This design comes from an exercise in tuning for a short achievable clock period and few clock cycles on the open sky130 flow, not from production work. Only simulation tests tie the RTL to the original design; equivalence was not proved. Power figures rest on the tool's default switching activity, not on a simulated workload.

==> flow/design.v <==
module mm_stream_engine #(
    parameter int N          = 4,
    parameter int DW         = 8,
    parameter int BRAM_DEPTH = 32
) (
    input  logic                                      clk,
    input  logic                                      rst,
    input  logic                                      start,
    input  logic [$clog2(BRAM_DEPTH):0]               rows,
    output logic                                      busy,
    output logic                                      done,
    output logic                                      b_rd_en,
    output logic [$clog2(N)-1:0]                      b_rd_addr,
    input  logic [N*DW-1:0]                           b_rd_data,
    output logic                                      a_rd_en,
    output logic [$clog2(BRAM_DEPTH)-1:0]             a_rd_addr,
    input  logic [N*DW-1:0]                           a_rd_data,
    output logic                                      c_wr_en,
    output logic [$clog2(BRAM_DEPTH)-1:0]             c_wr_addr,
    output logic [N*(2*DW+$clog2(N))-1:0]             c_wr_data
);
    localparam int AW = $clog2(BRAM_DEPTH);
    localparam int NB = $clog2(N);
    localparam int RW = 2 * DW + NB;    
    localparam int MW = DW + 4;         
    logic          r_busy, r_done;
    logic [AW:0]   r_dc;        
    logic [AW:0]   r_left;      
    logic [AW-1:0] r_ra;
    logic [NB-1:0] r_rb;
    logic [2:0]    r_bcap;      
    logic          w_accept, w_hit, w_busy_nxt;
    logic [AW:0]   w_rows_c;
    assign w_accept   = !r_busy && !r_done && start;
    assign w_rows_c   = rows[AW] ? (AW+1)'(BRAM_DEPTH) : rows;
    assign w_hit      = (r_dc == (AW+1)'(2**(AW+1) - 4));
    assign w_busy_nxt = w_accept || (r_busy && !w_hit);
    always_ff @(posedge clk or posedge rst) begin
        if (rst) begin
            r_busy <= 1'b0;
            r_done <= 1'b0;
            r_ra   <= '0;
            r_rb   <= '0;
            r_bcap <= '0;
        end else begin
            r_busy <= w_busy_nxt;
            r_done <= r_busy && w_hit;
            r_ra   <= w_busy_nxt ? r_ra + AW'(1) : '0;
            r_rb   <= !w_busy_nxt ? '0 : (r_rb == NB'(N - 1)) ? r_rb : r_rb + NB'(1);
            r_bcap <= {r_bcap[1:0], w_accept};
        end
    end
    always_ff @(posedge clk) begin
        r_dc   <= w_accept ? w_rows_c : r_dc - (AW+1)'(1);
        r_left <= w_accept ? w_rows_c : (r_left != '0) ? r_left - (AW+1)'(1) : r_left;
    end
    assign busy      = r_busy;
    assign done      = r_done;
    assign a_rd_en   = 1'b1;
    assign b_rd_en   = 1'b1;
    assign a_rd_addr = r_ra;
    assign b_rd_addr = r_rb;
    logic [DW-1:0]   r_b0  [N];
    logic [DW+1:0]   r_b0x3[N];
    logic [DW-1:0]   r_b1  [N];
    logic [DW+1:0]   r_b1x3[N];
    logic [DW-1:0]   r_b2  [N];
    logic [DW+1:0]   r_b2x3[N];
    always_ff @(posedge clk) begin
        for (int j = 0; j < N; j++) begin
            if (r_bcap[0]) begin
                r_b0[j]   <= b_rd_data[j*DW +: DW];
                r_b0x3[j] <= (DW+2)'(b_rd_data[j*DW +: DW]) + {1'b0, b_rd_data[j*DW +: DW], 1'b0};
            end
            if (r_bcap[1]) begin
                r_b1[j]   <= b_rd_data[j*DW +: DW];
                r_b1x3[j] <= (DW+2)'(b_rd_data[j*DW +: DW]) + {1'b0, b_rd_data[j*DW +: DW], 1'b0};
            end
            if (r_bcap[2]) begin
                r_b2[j]   <= b_rd_data[j*DW +: DW];
                r_b2x3[j] <= (DW+2)'(b_rd_data[j*DW +: DW]) + {1'b0, b_rd_data[j*DW +: DW], 1'b0};
            end
        end
    end
    function automatic logic [MW-1:0] tsel(input logic [MW*8-1:0] t, input logic [3:0] m);
        logic [MW-1:0] e [16];
        e[0]  = '0;
        e[1]  = t[0*MW +: MW];
        e[2]  = t[0*MW +: MW] << 1;
        e[3]  = t[1*MW +: MW];
        e[4]  = t[0*MW +: MW] << 2;
        e[5]  = t[2*MW +: MW];
        e[6]  = t[1*MW +: MW] << 1;
        e[7]  = t[3*MW +: MW];
        e[8]  = t[0*MW +: MW] << 3;
        e[9]  = t[4*MW +: MW];
        e[10] = t[2*MW +: MW] << 1;
        e[11] = t[5*MW +: MW];
        e[12] = t[1*MW +: MW] << 2;
        e[13] = t[6*MW +: MW];
        e[14] = t[3*MW +: MW] << 1;
        e[15] = t[7*MW +: MW];
        tsel = m[3] ? (m[2] ? (m[1] ? (m[0] ? e[15] : e[14]) : (m[0] ? e[13] : e[12]))
                            : (m[1] ? (m[0] ? e[11] : e[10]) : (m[0] ? e[9]  : e[8])))
                    : (m[2] ? (m[1] ? (m[0] ? e[7]  : e[6])  : (m[0] ? e[5]  : e[4]))
                            : (m[1] ? (m[0] ? e[3]  : e[2])  : (m[0] ? e[1]  : e[0])));
    endfunction
    function automatic logic [MW*8-1:0] odd_mults(input logic [DW-1:0] a);
        logic [MW-1:0] x;
        x = MW'(a);
        odd_mults = {(x << 4) - x,               
                     (x << 3) + (x << 2) + x,    
                     (x << 3) + (x << 1) + x,    
                     (x << 3) + x,               
                     (x << 3) - x,               
                     (x << 2) + x,               
                     (x << 1) + x,               
                     x};                         
    endfunction
    function automatic logic [2*RW-1:0] csa(input logic [RW-1:0] x, input logic [RW-1:0] y,
                                            input logic [RW-1:0] z);
        logic [RW-1:0] cs, cc;
        cs  = x ^ y ^ z;
        cc  = ((x & y) | (x & z) | (y & z)) << 1;
        csa = {cc, cs};
    endfunction
    function automatic logic [RW-1:0] pp4(input logic [1:0] d, input logic [DW-1:0] b,
                                          input logic [DW+1:0] b3, input int i);
        case (d)
            2'd0: pp4 = '0;
            2'd1: pp4 = RW'(b) << (2*i);
            2'd2: pp4 = RW'({b, 1'b0}) << (2*i);
            default: pp4 = RW'(b3) << (2*i);
        endcase
    endfunction
    logic            r_v1;
    logic [AW-1:0]   r_ad1, r_ad0;
    logic [N*DW-1:0] r_a1;
    always_ff @(posedge clk or posedge rst) begin
        if (rst) r_v1 <= 1'b0;
        else     r_v1 <= r_busy && (r_left != '0);
    end
    always_ff @(posedge clk) begin
        r_ad0 <= r_ra;
        r_ad1 <= r_ad0;
        r_a1  <= a_rd_data;
    end
    logic [RW-1:0] w_s1_s[N], w_s1_c[N];
    always_comb begin
        logic [RW-1:0]   pp[4];
        logic [2*RW-1:0] t;
        for (int j = 0; j < N; j++) begin
            for (int i = 0; i < 4; i++) pp[i] = pp4(r_a1[2*i +: 2], r_b0[j], r_b0x3[j], i);
            t = csa(pp[0], pp[1], pp[2]);
            t = csa(t[RW-1:0], t[2*RW-1:RW], pp[3]);
            w_s1_s[j] = t[RW-1:0];
            w_s1_c[j] = t[2*RW-1:RW];
        end
    end
    logic            r_v2;
    logic [AW-1:0]   r_ad2;
    logic [RW-1:0]   r_s2_s[N], r_s2_c[N];
    logic [3*DW-1:0] r_a2;         
    always_ff @(posedge clk or posedge rst) begin
        if (rst) r_v2 <= 1'b0;
        else     r_v2 <= r_v1;
    end
    always_ff @(posedge clk) begin
        r_ad2 <= r_ad1;
        for (int j = 0; j < N; j++) begin
            r_s2_s[j] <= w_s1_s[j];
            r_s2_c[j] <= w_s1_c[j];
        end
        r_a2 <= r_a1[N*DW-1:DW];
    end
    logic [RW-1:0] w_p1[N][4];
    always_comb begin
        for (int j = 0; j < N; j++)
            for (int i = 0; i < 4; i++) w_p1[j][i] = pp4(r_a2[2*i +: 2], r_b1[j], r_b1x3[j], i);
    end
    logic            r_v3;
    logic [AW-1:0]   r_ad3;
    logic [RW-1:0]   r_s3_s[N], r_s3_c[N];
    logic [RW-1:0]   r_p1[N][4];
    logic [DW-1:0]   r_a3;         
    logic [MW*8-1:0] r_t3;         
    always_ff @(posedge clk or posedge rst) begin
        if (rst) r_v3 <= 1'b0;
        else     r_v3 <= r_v2;
    end
    always_ff @(posedge clk) begin
        r_ad3 <= r_ad2;
        for (int j = 0; j < N; j++) begin
            r_s3_s[j] <= r_s2_s[j];
            r_s3_c[j] <= r_s2_c[j];
            for (int i = 0; i < 4; i++) r_p1[j][i] <= w_p1[j][i];
        end
        r_a3 <= r_a2[DW +: DW];
        r_t3 <= odd_mults(r_a2[2*DW +: DW]);
    end
    logic [RW-1:0] w_s3_s[N], w_s3_c[N];
    logic [RW-1:0] w_p2_s[N], w_p2_c[N];
    logic [MW-1:0] w_q_lo[N], w_q_hi[N];
    always_comb begin
        logic [2*RW-1:0] t, u;
        logic [RW-1:0]   pp[4];
        for (int j = 0; j < N; j++) begin
            t = csa(r_s3_s[j], r_s3_c[j], r_p1[j][0]);
            u = csa(r_p1[j][1], r_p1[j][2], r_p1[j][3]);
            t = csa(t[RW-1:0], t[2*RW-1:RW], u[RW-1:0]);
            t = csa(t[RW-1:0], t[2*RW-1:RW], u[2*RW-1:RW]);
            w_s3_s[j] = t[RW-1:0];
            w_s3_c[j] = t[2*RW-1:RW];
            for (int i = 0; i < 4; i++) pp[i] = pp4(r_a3[2*i +: 2], r_b2[j], r_b2x3[j], i);
            t = csa(pp[0], pp[1], pp[2]);
            t = csa(t[RW-1:0], t[2*RW-1:RW], pp[3]);
            w_p2_s[j] = t[RW-1:0];
            w_p2_c[j] = t[2*RW-1:RW];
            w_q_lo[j] = tsel(r_t3, b_rd_data[j*DW +: 4]);
            w_q_hi[j] = tsel(r_t3, b_rd_data[j*DW + 4 +: 4]);
        end
    end
    logic            r_v4;
    logic [AW-1:0]   r_ad4;
    logic [RW-1:0]   r_s4_s[N], r_s4_c[N];
    logic [RW-1:0]   r_p2_s[N], r_p2_c[N];
    logic [MW-1:0]   r_q_lo[N], r_q_hi[N];
    always_ff @(posedge clk or posedge rst) begin
        if (rst) r_v4 <= 1'b0;
        else     r_v4 <= r_v3;
    end
    always_ff @(posedge clk) begin
        r_ad4 <= r_ad3;
        for (int j = 0; j < N; j++) begin
            r_s4_s[j] <= w_s3_s[j];
            r_s4_c[j] <= w_s3_c[j];
            r_p2_s[j] <= w_p2_s[j];
            r_p2_c[j] <= w_p2_c[j];
            r_q_lo[j] <= w_q_lo[j];
            r_q_hi[j] <= w_q_hi[j];
        end
    end
    logic [RW-1:0] w_s4_s[N], w_s4_c[N];
    always_comb begin
        logic [2*RW-1:0] t, u;
        for (int j = 0; j < N; j++) begin
            t = csa(r_s4_s[j], r_s4_c[j], r_p2_s[j]);
            u = csa(r_p2_c[j], RW'(r_q_lo[j]), RW'(r_q_hi[j]) << 4);
            t = csa(t[RW-1:0], t[2*RW-1:RW], u[RW-1:0]);
            t = csa(t[RW-1:0], t[2*RW-1:RW], u[2*RW-1:RW]);
            w_s4_s[j] = t[RW-1:0];
            w_s4_c[j] = t[2*RW-1:RW];
        end
    end
    logic            r_v5;
    logic [AW-1:0]   r_ad5;
    logic [RW-1:0]   r_s5_s[N], r_s5_c[N];
    always_ff @(posedge clk or posedge rst) begin
        if (rst) r_v5 <= 1'b0;
        else     r_v5 <= r_v4;
    end
    always_ff @(posedge clk) begin
        r_ad5 <= r_ad4;
        for (int j = 0; j < N; j++) begin
            r_s5_s[j] <= w_s4_s[j];
            r_s5_c[j] <= w_s4_c[j];
        end
    end
    logic            r_v6;
    logic [AW-1:0]   r_ad6;
    logic [RW-1:0]   r_res[N];
    always_ff @(posedge clk or posedge rst) begin
        if (rst) r_v6 <= 1'b0;
        else     r_v6 <= r_v5;
    end
    always_ff @(posedge clk) begin
        r_ad6 <= r_ad5;
        for (int j = 0; j < N; j++) r_res[j] <= r_s5_s[j] + r_s5_c[j];
    end
    assign c_wr_en   = r_v6;
    assign c_wr_addr = r_ad6;
    always_comb begin
        for (int j = 0; j < N; j++) c_wr_data[j*RW +: RW] = r_res[j];
    end
endmodule
clock: 6.5 ns
lec_check: 0
abc_clock_period_in_ps: 2300
cap_margin: 20
core_margin: 2
core_utilization: 30
place_density: 0.4
setup_slack_margin: 4.15
slew_margin: 20
run.sh (not shown) runs the stock make flow with config.mk's settings and CLKGATE_MAP_FILE= SYNTH_SCRIPT=/design/flow/synth_recipe.tcl, a recipe that flattens the netlist after the stock synthesis.
The first run ran to the end with no violations.
Testbench counts at the start, summed over its fixed seeds: cycles 2,878.
Rerun with:
--- a/flow/design.v
+++ b/flow/design.v
@@ -55,10 +55,28 @@
         r_left <= w_accept ? w_rows_c : (r_left != '0) ? r_left - (AW+1)'(1) : r_left;
     end
-    assign busy      = r_busy;
-    assign done      = r_done;
+    logic          r_busy_o, r_done_o;
+    logic [AW-1:0] r_ra_o;
+    logic [NB-1:0] r_rb_o;
+    logic          w_busy_o_nxt;
+    assign w_busy_o_nxt = (!r_busy_o && !r_done_o && start) || (r_busy_o && !w_hit);
+    always_ff @(posedge clk or posedge rst) begin
+        if (rst) begin
+            r_busy_o <= 1'b0;
+            r_done_o <= 1'b0;
+            r_ra_o   <= '0;
+            r_rb_o   <= '0;
+        end else begin
+            r_busy_o <= w_busy_o_nxt;
+            r_done_o <= r_busy_o && w_hit;
+            r_ra_o   <= w_busy_o_nxt ? r_ra_o + AW'(1) : '0;
+            r_rb_o   <= !w_busy_o_nxt ? '0 : (r_rb_o == NB'(N - 1)) ? r_rb_o : r_rb_o + NB'(1);
+        end
+    end
+    assign busy      = r_busy_o;
+    assign done      = r_done_o;
     assign a_rd_en   = 1'b1;
     assign b_rd_en   = 1'b1;
-    assign a_rd_addr = r_ra;
-    assign b_rd_addr = r_rb;
+    assign a_rd_addr = r_ra_o;
+    assign b_rd_addr = r_rb_o;
     logic [DW-1:0]   r_b0  [N];
     logic [DW+1:0]   r_b0x3[N];
What happened:
- total power is about the same
- final area climbs slightly
- setup slack is about the same
- first-iteration DRC count falls by a quarter to a third
- routed wire length grows slightly
- core utilization grows by 0.31 points
- die area stays flat
- critical path depth does not change
- synthesized cell count is lower slightly
- worst hold slack stays flat
- clock-buffer cell count shrinks by 25
- global-route usage rises by 0.47 points
Testbench counts after the change, summed over its fixed seeds: cycles 2,878.

separate check: timing with driven ports:
Ports are ideal in the flow. The routed layouts listed here were re-timed in OpenROAD.
Step 1 (the two cells are an assumption about what drives the block):
set clk [get_ports {clk}]
set_driving_cell -lib_cell sky130_fd_sc_hd__clkbuf_16 $clk
set_driving_cell -lib_cell sky130_fd_sc_hd__buf_2 [delete_from_list [all_inputs] $clk]
Step 2 adds t to the input delays and takes it off the output delays; t is the mean of the earliest and latest rising clock arrival at the registers after step 1. Input paths then give back, and output paths get back, about the clock's delay inside the block.
Slacks: ideal ports / drivers / drivers and shift; pairs: ideal ports / drivers.
run	t, ns	setup slack, ns	pins driven straight from the clock port
the first run	0.885	3.842 / 3.756 / 3.230	1
the second run	0.892	3.839 / 3.753 / 3.181	1
After both steps every run listed still meets setup and hold. The setup slack of the second run, which loses most, moves by -0.086 ns with the drivers and by -0.658 ns with both steps.
